Background: an optimization exercise with open tools, aiming at small area and a short achievable clock period. Do not read the settings as production practice.
Function was checked by simulation only, so behaviour that the tests miss may differ from the original.
No activity file was given, so power comes from the tool's default toggle rates.

==> flow/design.v <==
package gshare_pkg;
    localparam int HIST_BITS = 10;
    localparam int PC_BITS = 32;
    localparam int TABLE_SIZE = 1 << HIST_BITS;
endpackage : gshare_pkg
`timescale 1ns/10ps
module pattern_table (
    input  logic       clk,
    input  logic       rst,
    input  logic [9:1] read_pair,    
    input  logic       read_odd,     
    output logic [1:0] read_ctr,
    input  logic       wr_valid,
    input  logic [9:0] wr_index,
    input  logic [1:0] wr_ctr
);
    logic [1023:0][1:0] table_q;
    logic [31:0]        row_sel;
    logic [31:0]        col_sel;
    logic [1:0]         wr_data;
    always_comb begin
        for (int r = 0; r < 32; r++) begin
            row_sel[r] = rst | (wr_valid & (wr_index[9:5] == r[4:0]));
            col_sel[r] = rst | (wr_valid & (wr_index[4:0] == r[4:0]));
        end
    end
    assign wr_data = rst ? 2'b01 : wr_ctr;
    for (genvar i = 0; i < 1024; i++) begin : g_ent
        always_ff @(posedge clk) begin
            if (row_sel[i / 32] & col_sel[i % 32]) begin
                table_q[i] <= wr_data;
            end
        end
    end
    logic [31:0]           rd_row;
    logic [15:0]           rd_col;
    logic [31:0][1:0][1:0] row_val;
    logic [1:0][1:0]       pair_val;
    always_comb begin
        for (int r = 0; r < 32; r++) begin
            rd_row[r] = (read_pair[9:5] == r[4:0]);
        end
        for (int c = 0; c < 16; c++) begin
            rd_col[c] = (read_pair[4:1] == c[3:0]);
        end
        for (int r = 0; r < 32; r++) begin
            row_val[r] = '0;
            for (int c = 0; c < 16; c++) begin
                row_val[r][0] = row_val[r][0] | (table_q[r * 32 + c * 2] & {2{rd_col[c]}});
                row_val[r][1] = row_val[r][1] | (table_q[r * 32 + c * 2 + 1] & {2{rd_col[c]}});
            end
        end
        pair_val = '0;
        for (int r = 0; r < 32; r++) begin
            pair_val[0] = pair_val[0] | (row_val[r][0] & {2{rd_row[r]}});
            pair_val[1] = pair_val[1] | (row_val[r][1] & {2{rd_row[r]}});
        end
    end
    always_ff @(posedge clk) begin
        read_ctr <= read_odd ? pair_val[1] : pair_val[0];
    end
endmodule
`timescale 1ns/10ps
module gshare_predictor (
    input  logic        clk,
    input  logic        rst,
    input  logic        req_valid,
    input  logic [31:0] req_pc,
    output logic        req_ready,
    output logic        pred_valid,
    output logic        pred_taken,
    input  logic        res_valid,
    input  logic        res_taken,
    output logic        res_ready,
    output logic        mispredict
);
    logic [9:0] hist_q;
    logic [9:1] cur_hi_q;
    logic [9:0] stage_index_q;
    logic [1:0] stage_ctr;
    logic [9:0] recover_q;
    logic [9:0] q_index [0:3];
    logic [1:0] q_ctr   [0:3];
    logic [1:0] rd_ptr_q;
    logic [1:0] wr_ptr_q;
    logic [2:0] count_q;
    logic [9:0] head_hist_q;
    logic       wr_valid_q;
    logic [9:0] wr_index_q;
    logic [1:0] wr_ctr_q;
    logic [9:0] cur_hist;
    logic       read_odd;
    logic [9:0] head_index;
    logic [1:0] head_ctr;
    logic [1:0] next_ctr;
    logic       accept;
    logic       fire;
    logic       mis_d;
    logic       pv_d;
    logic [2:0] count_d;
    logic [9:0] hist_d;
    assign pred_taken = stage_ctr[1];
    assign accept = req_valid & req_ready;
    assign fire   = res_valid & res_ready;
    assign cur_hist = pred_valid ? {hist_q[8:0], pred_taken} : hist_q;
    assign read_odd = req_pc[2] ^ cur_hist[0];
    assign head_index = q_index[rd_ptr_q];
    assign head_ctr   = q_ctr[rd_ptr_q];
    always_comb begin
        case (head_ctr)
            2'b00:   next_ctr = res_taken ? 2'b01 : 2'b00;
            2'b01:   next_ctr = res_taken ? 2'b10 : 2'b00;
            2'b10:   next_ctr = res_taken ? 2'b11 : 2'b01;
            default: next_ctr = res_taken ? 2'b11 : 2'b10;
        endcase
    end
    assign mis_d   = fire & (res_taken != head_ctr[1]);
    assign pv_d    = accept & ~mis_d;
    assign count_d = mispredict ? 3'd0
                   : count_q + {2'b00, pred_valid} - {2'b00, fire};
    assign hist_d  = mispredict ? recover_q : cur_hist;
    pattern_table u_table (
        .clk,
        .rst,
        .read_pair(req_pc[11:3] ^ cur_hi_q),
        .read_odd,
        .read_ctr(stage_ctr),
        .wr_valid(wr_valid_q),
        .wr_index(wr_index_q),
        .wr_ctr(wr_ctr_q)
    );
    always_ff @(posedge clk) begin
        if (rst) begin
            hist_q <= '0;
            cur_hi_q <= '0;
            pred_valid <= 1'b0;
            req_ready <= 1'b0;
            res_ready <= 1'b0;
            rd_ptr_q <= '0;
            wr_ptr_q <= '0;
            count_q <= '0;
            wr_valid_q <= 1'b0;
            mispredict <= 1'b0;
        end else begin
            hist_q <= hist_d;
            cur_hi_q <= pv_d ? hist_d[8:0] : hist_d[9:1];
            pred_valid <= pv_d;
            req_ready <= ~mis_d & ({1'b0, count_d} + {3'b000, pv_d} < 4'd4);
            res_ready <= ~mis_d & (count_d != 3'd0);
            count_q <= count_d;
            wr_valid_q <= fire;
            mispredict <= mis_d;
            if (mispredict) begin
                rd_ptr_q <= '0;
                wr_ptr_q <= '0;
            end else begin
                if (pred_valid) wr_ptr_q <= wr_ptr_q + 2'd1;
                if (fire) rd_ptr_q <= rd_ptr_q + 2'd1;
            end
        end
    end
    always_ff @(posedge clk) begin
        stage_index_q <= {req_pc[11:3] ^ cur_hi_q, read_odd};
        wr_index_q <= head_index;
        wr_ctr_q <= next_ctr;
        recover_q <= {head_hist_q[8:0], res_taken};
        head_hist_q <= (count_q == 3'd0) ? hist_q
                     : fire ? {head_hist_q[8:0], head_ctr[1]} : head_hist_q;
    end
    always_ff @(posedge clk) begin
        if (pred_valid) begin
            q_index[wr_ptr_q] <= stage_index_q;
            q_ctr[wr_ptr_q] <= stage_ctr;
        end
    end
endmodule
==> flow/run.sh <==
#!/bin/bash
# synth_recipe.tcl (not shown) runs the flow's synth.tcl, then flattens the netlist and writes it again
# the make line also repeats each setting of config.mk as NAME=value (left out here)
make -C /OpenROAD-flow-scripts/flow DESIGN_CONFIG=/design/flow/config.mk WORK_HOME=/design/flow/orfs CLKGATE_MAP_FILE= SYNTH_SCRIPT=/design/flow/synth_recipe.tcl finish
==> flow/config.mk <==
export PLATFORM = sky130hd
export DESIGN_NAME = gshare_predictor
export DESIGN_NICKNAME = gshare_predictor
export VERILOG_FILES = /design/flow/design.v
export SDC_FILE = /design/flow/constraint.sdc
export NUM_CORES = 4
export LEC_CHECK = 0
export CAP_MARGIN = 20
export CORE_MARGIN = 2
export CORE_UTILIZATION = 35
export SLEW_MARGIN = 20
==> flow/constraint.sdc <==
create_clock -name core_clock -period 6.0 [get_ports {clk}]
set_input_delay 1.2000 -clock core_clock [delete_from_list [all_inputs] [get_ports {clk}]]
set_output_delay 1.2000 -clock core_clock [all_outputs]
set_load 0.01 [all_outputs]
==> results of run 1 <==
==> metal layers <==
| layer | share of wire [%] | GRT usage, % | vias to the layer above |
|---|---|---|---|
| li1 | - | - | 23000 |
| met1 | 36 | 33.0 | 29700 |
| met2 | 44 | 37.8 | 4680 |
| met3 | 14 | 7.45 | 1005 |
| met4 | 6.4 | 13.8 | 34 |
| met5 | 0.070 | 0 | - |
==> area by class of cell <==
type	instances	area, um2	share of cell area [%]
flip-flops and latches	2172	64600	65.1
clock inverters	133	1230	1.24
multi-input cells	3144	19300	19.5
repair buffers	427	4280	4.32
clock buffers	266	5620	5.68
inverters	20	97.6	0.0985
well taps	3202	4010	4.04
diodes	10	25.0	0.0253
==> placed cells by master (no fill, tap or decap), types with 36 or more instances in the layout <==
cell,n
buf_4,328
a22oi_1,436
nor2_1,1163
a221oi_1,104
mux2_2,57
nor3_1,38
mux2i_1,83
dfxtp_1,67
o2bb2ai_1,36
nand2_1,267
nand4_1,47
clkbuf_16,217
clkinv_2,44
a21oi_1,142
nand3_1,86
a22o_1,121
clkinv_1,47
edfxtp_1,2105
o21ai_0,87
a222oi_1,61
buf_12,77
clkbuf_1,48
==> state kept, by name, indices dropped and copies added, names as in the netlist, 3 cells and up, named ones only <==
signal / cells
q_index: 40
u_table.table_q: 2048
q_ctr: 8
hist_q: 10
count_q: 3
stage_index_q: 10
wr_index_q: 10
head_hist_q: 9
recover_q: 10
cur_hi_q: 9
==> worst min-delay path by stage <==
stage | startpoint | endpoint | cells after the start | slack, ns
2_1_floorplan | head_hist_q[8] | recover_q[9] | 0 | 0.32
3_3_place_gp | head_hist_q[8] | recover_q[9] | 0 | 0.32
3_5_place_dp | head_hist_q[8] | recover_q[9] | 0 | 0.33
4_1_cts | head_hist_q[5] | recover_q[6] | 0 | 0.34
5_1_grt | head_hist_q[8] | recover_q[9] | 0 | 0.36
6_report | head_hist_q[5] | recover_q[6] | 0 | 0.34
==> where the power goes <==
group	internal (mW)	switching (mW)	total [mW]
clock	7.29	6.00	13.3
combinational	1.40	3.94	5.34
sequential	18.5	0.433	18.9
==> metrics by stage <==
stage	cell area, um2	total power, mW	hold slack (ns)
floorplan	85200	21.8	0.323
global placement	92100	24.3	0.325
detailed placement	92200	24.4	0.334
CTS	99100	37.4	0.339
global route	99100	38.4	0.359
finish	99100	37.6	0.337
==> cells by family (layout without fill, tap and decap cells) <==
kind of cell / Yosys count / count (layout)
mux: 168 / 168
flops: 2172 / 2172
xor+xnor: 16 / 16
other cells: 0 / 10
compound gates: 1260 / 1260
fa+ha+maj: 9 / 9
simple gates: 1691 / 1691
buf+inv: 485 / 846
==> key figures, run 1 <==
Routing
  • Detailed-route via count: 58.4k
  • Drt drc: 0
  • Via-per-instance ratio: just over 6
  • TritonRoute pass-1 iters: 14
  • Routed len/inst: 34.4 um
  • Drt initial violations: about 11k
  • Drt total wl: 323 mm
  • Post-route ant nets: 0

Synthesis
  • Mux contribution to synthesized area: 2.40%
  • Mapped Area: 85100 um2
  • Synth area leader: edfxtp_1
  • Async SR Flop Fraction: 0%
  • Synth top area share: between 70% and 80%
  • Top post-synthesis cells by area: edfxtp_1 (74%), nor2_1 (5.2%), a22oi_1 (3.8%)
  • Xor/xnor cell area share of the yosys netlist: 0.226%
  • Net Count, Synth: 5845
  • Synth Area in Compound Gates: 10.9%
  • Most frequent cell after synthesis: edfxtp_1
  • Yosys warns: 2
  • Adder-cell share of the synthesized area: less than 1%
  • Synthesized netlist cell count: 5801
  • Synth Area in Simple Gates: approximately 8%
  • Yosys cell types: between 70 and 80
  • Largest family of logic cells by synthesized area: compound AO/OA/AOI/OAI gates
  • Post-synth top cells: edfxtp_1 (2105), nor2_1 (1173), a22oi_1 (436)
  • Number of synthesized flops with an enable pin: 2105
  • Sequential fraction of the synthesis area: ~76%
  • Syn_area_per_cell: 14.7 um2
  • Post-synthesis register bit count: 2172
  • Post-synth top flop: edfxtp_1

Status
  • Run status: complete, no violations

Worst setup path
  • Delay-heaviest family, CP: compound AO/OA/AOI/OAI gates
  • Crit-path cells: clkdlybuf4s50_1 > xnor2_4 > buf_4 > nor4_2 > buf_4 > buf_12 > a22oi_1 > nand3_1 > o31ai_1 > o2111ai_1 > buf_4 > a2111oi_0 > buf_4 > nand4_1 > o41a_1
  • Crit path buf inv count: 6
  • CP startpoint: req_pc[4]
  • Critical path peak fanout: 18
  • R2R Path End: u_table.read_ctr[1]
  • CP required: 6.77 ns
  • Worst path most repeated cell: buf_4
  • Setup crit end kind: flop
  • Setup crit end: u_table.read_ctr[1]
  • WP depth: 15
  • Slowest CP cell: xnor2_4
  • Crit Path Class: primary input to flop
  • Reg2Reg Setup Slack: 1.40 ns
  • Worst r2r path cells: 14
  • Max stage delay on crit path: between 0.8 and 0.9 ns
  • CP startpoint kind: primary input
  • Worst Path Arrival: 5.81 ns
  • R2r startpoint: cur_hi_q[2]

Floorplan
  • Initial Utilization: 35.1%
  • Die H: 497 um
  • Die area: 247000 um2
  • Row count: 181
  • Core area: between 200000 and 250000 um2
  • Die W: ~500 um
  • Ports: 42

Timing
  • Least-Margin Pin Slew: 1.34 ns
  • Max_slew headroom: 9.39%
  • Post-layout min period: just over 5 ns
  • Setup TNS: 0 ns
  • Slew Viols, Final: 0
  • Clock skew: between 0.05 and 0.06 ns
  • Final hold violation count: 0
  • RSZ-0062 raised after global routing: false
  • Final period util: a little over four fifths
  • Maximum clock frequency: around 0.20 GHz
  • Setup WS post-layout: ~0.95 ns
  • Final setup viols: 0

Power and ir drop
  • Static leakage: 32.4 nW
  • Pwr per Cell Area: 379 nW/um2
  • Peak supply drop: 0.260 mV

Cells and area
  • Finished Layout Cells: 9374
  • Layout cell share with drive strength beyond 1: 14.7%
  • Fill count: 22.0k
  • Nets: 6025
  • Area grow syn2layout: 16.4%
  • Final Core Density: 40.9%

Clock network
  • Postcts setup bufs: 0
  • Cts hold-fix bufs: 0
  • Clock sink count: 2172
  • Resize count post-CTS: 0
  • CTS Buffer Depth: 3
  • CTS root buffer: clkbuf_16
  • Skew-Pair Late Insertion Delay: 0.90 ns
  • CTS Buf Count: between 200 and 250
  • CTS tree: yes
  • Htree depth: 4
  • Clock-pin slew on the worst setup and hold paths: ~0.070 ns

Flow run
  • Number of max-cap violations: 0

Global route
  • Grt total ovfl: 0
  • Initial antenna violation count: 26
  • First-pass GRT wire length: 441 mm
  • Total global-route track usage: 25.3%
  • Vias in the first global route: 55.6k
  • Largest net degree at the start of global routing: 168

Place
  • RD Place Congestion: 0.940
  • Buffers on Ports: 19
  • Placed cell count: ~9k
  • Setup WS pre-CTS: 0.0786 ns
  • DP Wirelength: 194 mm

Worst hold path
  • Hold Crit Class: flop to flop
==> run 2: changes to the inputs <==
--- a/flow/design.v
+++ b/flow/design.v
@@ -4,60 +4,100 @@
     localparam int TABLE_SIZE = 1 << HIST_BITS;
 endpackage : gshare_pkg
 `timescale 1ns/10ps
+module g_nor2 (input logic a, b, output logic y);
+    assign y = ~(a | b);
+endmodule
+module g_ao8 (input logic [7:0] a, input logic [7:0] s, output logic y);
+    assign y = |(a & s);
+endmodule
+module g_or16 (input logic [15:0] a, output logic y);
+    assign y = |a;
+endmodule
+module read_decode (
+    input  logic [9:0]   index,
+    output logic [127:0] col,
+    output logic [7:0]   row
+);
+    logic [15:0] hi;
+    logic [7:0]  lo;
+    always_comb begin
+        for (int i = 0; i < 16; i++) hi[i] = (index[6:3] == i[3:0]);
+        for (int i = 0; i < 8; i++)  lo[i] = (index[2:0] == i[2:0]);
+        for (int i = 0; i < 8; i++)  row[i] = (index[9:7] == i[2:0]);
+        for (int c = 0; c < 128; c++) col[c] = hi[c / 8] & lo[c % 8];
+    end
+endmodule
+module read_plane (
+    input  logic [1023:0] data,
+    input  logic [127:0]  col,
+    input  logic [7:0]    row,
+    output logic          bit_out
+);
+    logic [7:0][15:0] grp;       
+    logic [7:0]       row_or;    
+    for (genvar r = 0; r < 8; r++) begin : g_row
+        for (genvar k = 0; k < 16; k++) begin : g_grp
+            g_ao8 u (.a(data[r * 128 + 8 * k +: 8]), .s(col[8 * k +: 8]), .y(grp[r][k]));
+        end
+        g_or16 u_or (.a(grp[r]), .y(row_or[r]));
+    end
+    g_ao8 u_out (.a(row_or), .s(row), .y(bit_out));
+endmodule
+`timescale 1ns/10ps
 module pattern_table (
     input  logic       clk,
     input  logic       rst,
-    input  logic [9:1] read_pair,    
-    input  logic       read_odd,     
+    input  logic [9:0] read_index,
     output logic [1:0] read_ctr,
     input  logic       wr_valid,
     input  logic [9:0] wr_index,
     input  logic [1:0] wr_ctr
 );
     logic [1023:0][1:0] table_q;
-    logic [31:0]        row_sel;
-    logic [31:0]        col_sel;
+    logic [31:0]        row_sel_n;
+    logic [31:0]        col_sel_n;
+    logic [1023:0]      wr_en;
     logic [1:0]         wr_data;
     always_comb begin
         for (int r = 0; r < 32; r++) begin
-            row_sel[r] = rst | (wr_valid & (wr_index[9:5] == r[4:0]));
-            col_sel[r] = rst | (wr_valid & (wr_index[4:0] == r[4:0]));
+            row_sel_n[r] = ~(rst | (wr_valid & (wr_index[9:5] == r[4:0])));
+            col_sel_n[r] = ~(rst | (wr_valid & (wr_index[4:0] == r[4:0])));
         end
     end
     assign wr_data = rst ? 2'b01 : wr_ctr;
     for (genvar i = 0; i < 1024; i++) begin : g_ent
+        g_nor2 u_en (.a(row_sel_n[i / 32]), .b(col_sel_n[i % 32]), .y(wr_en[i]));
         always_ff @(posedge clk) begin
-            if (row_sel[i / 32] & col_sel[i % 32]) begin
+            if (wr_en[i]) begin
                 table_q[i] <= wr_data;
             end
         end
     end
-    logic [31:0]           rd_row;
-    logic [15:0]           rd_col;
-    logic [31:0][1:0][1:0] row_val;
-    logic [1:0][1:0]       pair_val;
-    always_comb begin
-        for (int r = 0; r < 32; r++) begin
-            rd_row[r] = (read_pair[9:5] == r[4:0]);
-        end
-        for (int c = 0; c < 16; c++) begin
-            rd_col[c] = (read_pair[4:1] == c[3:0]);
-        end
-        for (int r = 0; r < 32; r++) begin
-            row_val[r] = '0;
-            for (int c = 0; c < 16; c++) begin
-                row_val[r][0] = row_val[r][0] | (table_q[r * 32 + c * 2] & {2{rd_col[c]}});
-                row_val[r][1] = row_val[r][1] | (table_q[r * 32 + c * 2 + 1] & {2{rd_col[c]}});
-            end
-        end
-        pair_val = '0;
-        for (int r = 0; r < 32; r++) begin
-            pair_val[0] = pair_val[0] | (row_val[r][0] & {2{rd_row[r]}});
-            pair_val[1] = pair_val[1] | (row_val[r][1] & {2{rd_row[r]}});
-        end
-    end
-    always_ff @(posedge clk) begin
-        read_ctr <= read_odd ? pair_val[1] : pair_val[0];
+    logic [127:0]         rd_col;
+    logic [7:0]           rd_row;
+    logic [1:0][1023:0]   plane;
+    logic [1:0]           read_val;
+    always_comb begin
+        for (int i = 0; i < 1024; i++) begin
+            plane[0][i] = table_q[i][0];
+            plane[1][i] = table_q[i][1];
+        end
+    end
+    read_decode u_dec (
+        .index(read_index),
+        .col(rd_col),
+        .row(rd_row)
+    );
+    for (genvar b = 0; b < 2; b++) begin : g_bit
+        read_plane u_plane (
+            .data(plane[b]),
+            .col(rd_col),
+            .row(rd_row),
+            .bit_out(read_val[b])
+        );
+    end
+    always_ff @(posedge clk) begin
+        read_ctr <= read_val;
     end
 endmodule
 `timescale 1ns/10ps
@@ -122,8 +162,7 @@
     pattern_table u_table (
         .clk,
         .rst,
-        .read_pair(req_pc[11:3] ^ cur_hi_q),
-        .read_odd,
+        .read_index({req_pc[11:3] ^ cur_hi_q, read_odd}),
         .read_ctr(stage_ctr),
         .wr_valid(wr_valid_q),
         .wr_index(wr_index_q),
--- a/flow/config.mk
+++ b/flow/config.mk
@@ -8,4 +8,6 @@
 export CAP_MARGIN = 20
 export CORE_MARGIN = 2
 export CORE_UTILIZATION = 35
+export SETUP_SLACK_MARGIN = 3.5
 export SLEW_MARGIN = 20
+export SYNTH_HIERARCHICAL = 1
==> run 2 against run 1 <==
Clock skew down 0.0030 ns. Sequential power about the same. Clock power about the same. Design area down 1.6%. Utilization grew 1.5 points. Synthesized area fell by 4.7%. Sequential share of layout area is 1.1 points higher. Wire length decreased by 26%. Clock-buffer cell count down 2. Synthesized cell count decreased by 14%.
==> key figures, run 2 <==
Routing
  • TritonRoute pass-1 iters: 7 (-7)
  • Routed len/inst: 27.2 um (-21%)
  • Via-per-instance ratio: 5.77 (-7.3%)
  • Post-route ant nets: 0 (unchanged)
  • Drt drc: 0 (unchanged)
  • Drt initial violations: 6500 (-40%)
  • Drt total wl: 239 mm (-26%)
  • Detailed-route via count: 50.8k (-13%)

Cells and area
  • Finished Layout Cells: 8803 (-6.1%)
  • Layout cell share with drive strength beyond 1: 16.8% (+2.1 points)
  • Nets: 5642 (-6.4%)
  • Fill count: 20.5k (-6.9%)
  • Biggest register: u_table.table_q
  • Most frequent cells in the layout: edfxtp_1 (2105), nor2_1 (1112), a22oi_1 (995)
  • Commonest non-fill, non-tap cell in the layout: edfxtp_1
  • Regs by FF count: u_table.table_q: 2048 flops, q_index: 40 flops
  • Area grow syn2layout: 20.2%
  • Largest register FFs: 2048 (unchanged)

Floorplan
  • Initial Utilization: 35.2% (+0.15 points)
  • Die W: 485 um (-2.4%)
  • Die H: 485 um (-2.4%)
  • Core area: 230000 um2 (-5.1%)
  • Die area: 236000 um2 (-4.7%)
  • Ports: 42 (unchanged)
  • Row count: 176 (-2.8%)

Synthesis
  • Yosys cell types: 57 (-25%)
  • Synth area leader: edfxtp_1
  • Post-synthesis register bit count: 2172 (unchanged)
  • Top post-synthesis cells by area: edfxtp_1 (78%), a22oi_1 (9.6%), nor2_1 (5.3%)
  • Number of synthesized flops with an enable pin: 2105 (unchanged)
  • Async SR Flop Fraction: 0% (unchanged)
  • Net Count, Synth: 5055 (-14%)
  • Post-synth top cells: edfxtp_1 (2105), nor2_1 (1143), a22oi_1 (1032)
  • Yosys warns: 9 (+7)
  • Post-synth top flop: edfxtp_1
  • Syn_area_per_cell: 16.2 um2 (+10%)
  • Sequential fraction of the synthesis area: 79.6% (+3.8 points)
  • Most frequent cell after synthesis: edfxtp_1
  • Mapped Area: 81100 um2 (-4.7%)
  • Synth top area share: 77.9% (+3.7 points)
  • Synthesized netlist cell count: 5011 (-14%)

Power and ir drop
  • Pwr per Cell Area: 366 nW/um2 (-3.5%)
  • Gate power share: 9.7% (-4.5 points)
  • Peak supply drop: 0.336 mV (+29%)
  • Share of power burned in registers: 53.0% (+2.6 points)
  • Switching power: 8.62 mW (-17%)
  • Final Total Pwr: 35.7 mW (-5.0%)
  • Power Internal: 27.1 mW (-0.42%)
  • Clock share of power: 37.3% (+1.9 points)
  • Static leakage: 31.3 nW (-3.4%)
  • Switching share of power: 24.2% (-3.5 points)

Flow run
  • Number of max-cap violations: 0 (unchanged)

Timing
  • Max_slew headroom: 20.4% (+11 points)
  • Final period util: 59.8% (-24 points)
  • Final setup viols: 0 (unchanged)
  • Maximum clock frequency: 0.279 GHz (+41%)
  • Setup WS post-layout: 2.41 ns (+1.46 ns)
  • RSZ-0062 raised after global routing: true
  • Post-layout min period: 3.59 ns (-1.46 ns)
  • Clock skew: 0.0471 ns (-0.00300 ns)
  • Final hold violation count: 0 (unchanged)
  • Setup TNS: 0 ns (unchanged)
  • Slew Viols, Final: 0 (unchanged)
  • Least-Margin Pin Slew: 1.19 ns (-0.150 ns)

Place
  • DP Wirelength: 139 mm (-29%)
  • Setup WS pre-CTS: 0.632 ns (+0.553 ns)
  • Buffers on Ports: 19 (unchanged)
  • Placed cell count: 8281 (-7.6%)
  • RD Place Congestion: 0.840 (-11%)

Global route
  • Largest net degree at the start of global routing: 216 (+29%)
  • Vias in the first global route: 50.3k (-9.6%)
  • Initial antenna violation count: 10 (-62%)
  • Grt total ovfl: 0 (unchanged)
  • Total global-route track usage: 19.6% (-5.6 points)
  • First-pass GRT wire length: 339 mm (-23%)

Clock network
  • CTS root buffer: clkbuf_16
  • CTS tree: yes
  • Clock-pin slew on the worst setup and hold paths: 0.06 ns (about the same)
  • CTS Buf Count: 213 (-1.4%)
  • Clock sink count: 2172 (unchanged)
  • Cts hold-fix bufs: 0 (unchanged)
  • Skew-Pair Late Insertion Delay: 0.86 ns (-0.04 ns)
  • Htree depth: 4 (unchanged)
  • CTS Buffer Depth: 3 (unchanged)

Worst setup path
  • Critical path peak fanout: 12 (-6)
  • CP required: 6.73 ns (-0.04 ns)
  • Worst Path Arrival: 4.32 ns (-1.49 ns)
  • Crit Path Class: primary input to flop
  • Setup crit end kind: flop
  • CP startpoint kind: primary input
  • R2r startpoint: pred_valid
  • CP startpoint: req_pc[2]

Worst hold path
  • Hold Crit Class: flop to flop
  • Hold Startpoint: head_hist_q[8]

Status
  • Run status: complete, no violations
-- run 2: per-layer routing --
layer	vias to the layer above	routed length (um)	track usage, %
met1	26400	94300	26.1
met5	-	13	0
li1	21700	-	-
met3	417	20800	3.37
met2	2386	115000	32.1
met4	2	9250	7.67
-- run 2: per-stage QoR --
| stage | hold WS, ns | utilization, % | instance area (um2) |
|---|---|---|---|
| 2_1_floorplan | 0.323 | - | 81100 |
| 3_3_place_gp | 0.332 | 38.2 | 87900 |
| 3_5_place_dp | 0.333 | 38.2 | 87900 |
| 4_1_cts | 0.347 | 42.2 | 97200 |
| 5_1_grt | 0.372 | 42.4 | 97500 |
| 6_report | 0.345 | 42.4 | 97500 |
-- run 2: worst max-delay path, stage by stage --
cell and delay, ns:
dlygate4sd2_1 0.29, xnor2_4 0.29, or3_1 0.21, buf_12 0.17, buf_12 0.15, nor2_1 0.10, buf_4 0.22, a22oi_1 0.21
nand4_1 0.23, nor4_2 0.38, buf_4 0.22, nand4_1 0.11, a22oi_1 0.20, nand4_1 0.14, buf_4 0.15
-- run 2: final timing paths --
| kind | depth (start not counted) | endpoint | slack (ns) |
|---|---|---|---|
| max | 15 | u_table.read_ctr[1] | 2.41 |
| max reg2reg | 15 | u_table.read_ctr[1] | 2.51 |
| min | 0 | recover_q[9] | 0.35 |
| min reg2reg | 0 | recover_q[9] | 0.35 |
-- run 2: kinds of logic (layout without fill, tap and decap cells) --
family | count (synthesis) | in the layout | share of synthesized area (%)
other | 0 | 3 | 0
AND/OR/NAND/NOR | 1590 | 1592 | 8.88
multiplexers | 40 | 40 | 0.699
AO/OA/AOI/OAI | 1111 | 1112 | 10.1
flip-flops | 2172 | 2172 | 79.6
XOR/XNOR | 16 | 18 | 0.182
buffers and inverters | 73 | 831 | 0.429
adder cells (fa/ha/maj) | 9 | 9 | 0.142
-- run 2: Yosys stat by module, one instance, submodules excluded, excerpt --
module | times used | cells | flip-flops and latches
g_or16 | 16 | 5 | 0
read_decode | 1 | 191 | 0
g_nor2 | 1024 | 1 | 0
g_ao8 | 258 | 5 | 0
gshare_predictor | 1 | 272 | 122
pattern_table | 1 | 2154 | 2050
-- run 2: power by group through the flow --
stage / Combinational, mW / Clock (mW) / Sequential [mW]
global placement: 2.99 / 0 / 19.2
finish: 3.47 / 13.3 / 18.9
floorplan: 1.44 / 0 / 19.4
global route: 3.64 / 14.1 / 19.0
CTS: 3.40 / 13.5 / 18.9
detailed placement: 3.05 / 0 / 19.2
-- run 2: area by class of cell --
| class | count | area [um2] | share of cell area (%) |
|---|---|---|---|
| clock inverters | 127 | 1350 | 1.38 |
| flip-flops and latches | 2172 | 64600 | 66.2 |
| multi-input cells | 2771 | 17900 | 18.4 |
| inverters | 21 | 78.8 | 0.0808 |
| diodes | 3 | 7.51 | 0.00770 |
| well taps | 3026 | 3790 | 3.88 |
| clock buffers | 264 | 5610 | 5.75 |
| repair buffers | 419 | 4210 | 4.32 |
-- run 2: timing repair --
action,in CTS,in global routing
hold endpoints to repair,0,0
resized for setup,269,31
setup endpoints to repair,1569,537
gates cloned,16,1
pin swaps,109,17
buffers inserted,98,7

[afterwards: timing with drivers on the ports]
Ports are ideal in the flow. The routed layouts listed here were re-timed in OpenROAD.
Step 1 sets driving cells, clkbuf_16 on the clock port and buf_2 on the other inputs (assumed; they add their load-dependent delay and slew).
Step 2 moves the port delays by t, midway between the first and last clock arrival at a register: inputs arrive t later, outputs are due t later. That takes back most of the time a late clock gives input paths.
Three values: no drivers, after step 1, after step 2; two values: the first two.
run | t (ns) | slack for setup (ns) | worst hold slack (ns) | slew at the worst register clock pin (ns)
run 1 | 0.954 | 0.955 / 1.004 / 0.050 | 0.337 / 0.337 / 0.337 | 0.07 / 0.07
run 2 | 0.922 | 2.414 / 2.444 / 1.522 | 0.345 / 0.345 / 0.345 | 0.07 / 0.07
After both steps setup and hold are still met in every run listed. The setup slack of run 1, which loses most, moves by +0.049 ns with the drivers and by -0.905 ns with both steps.
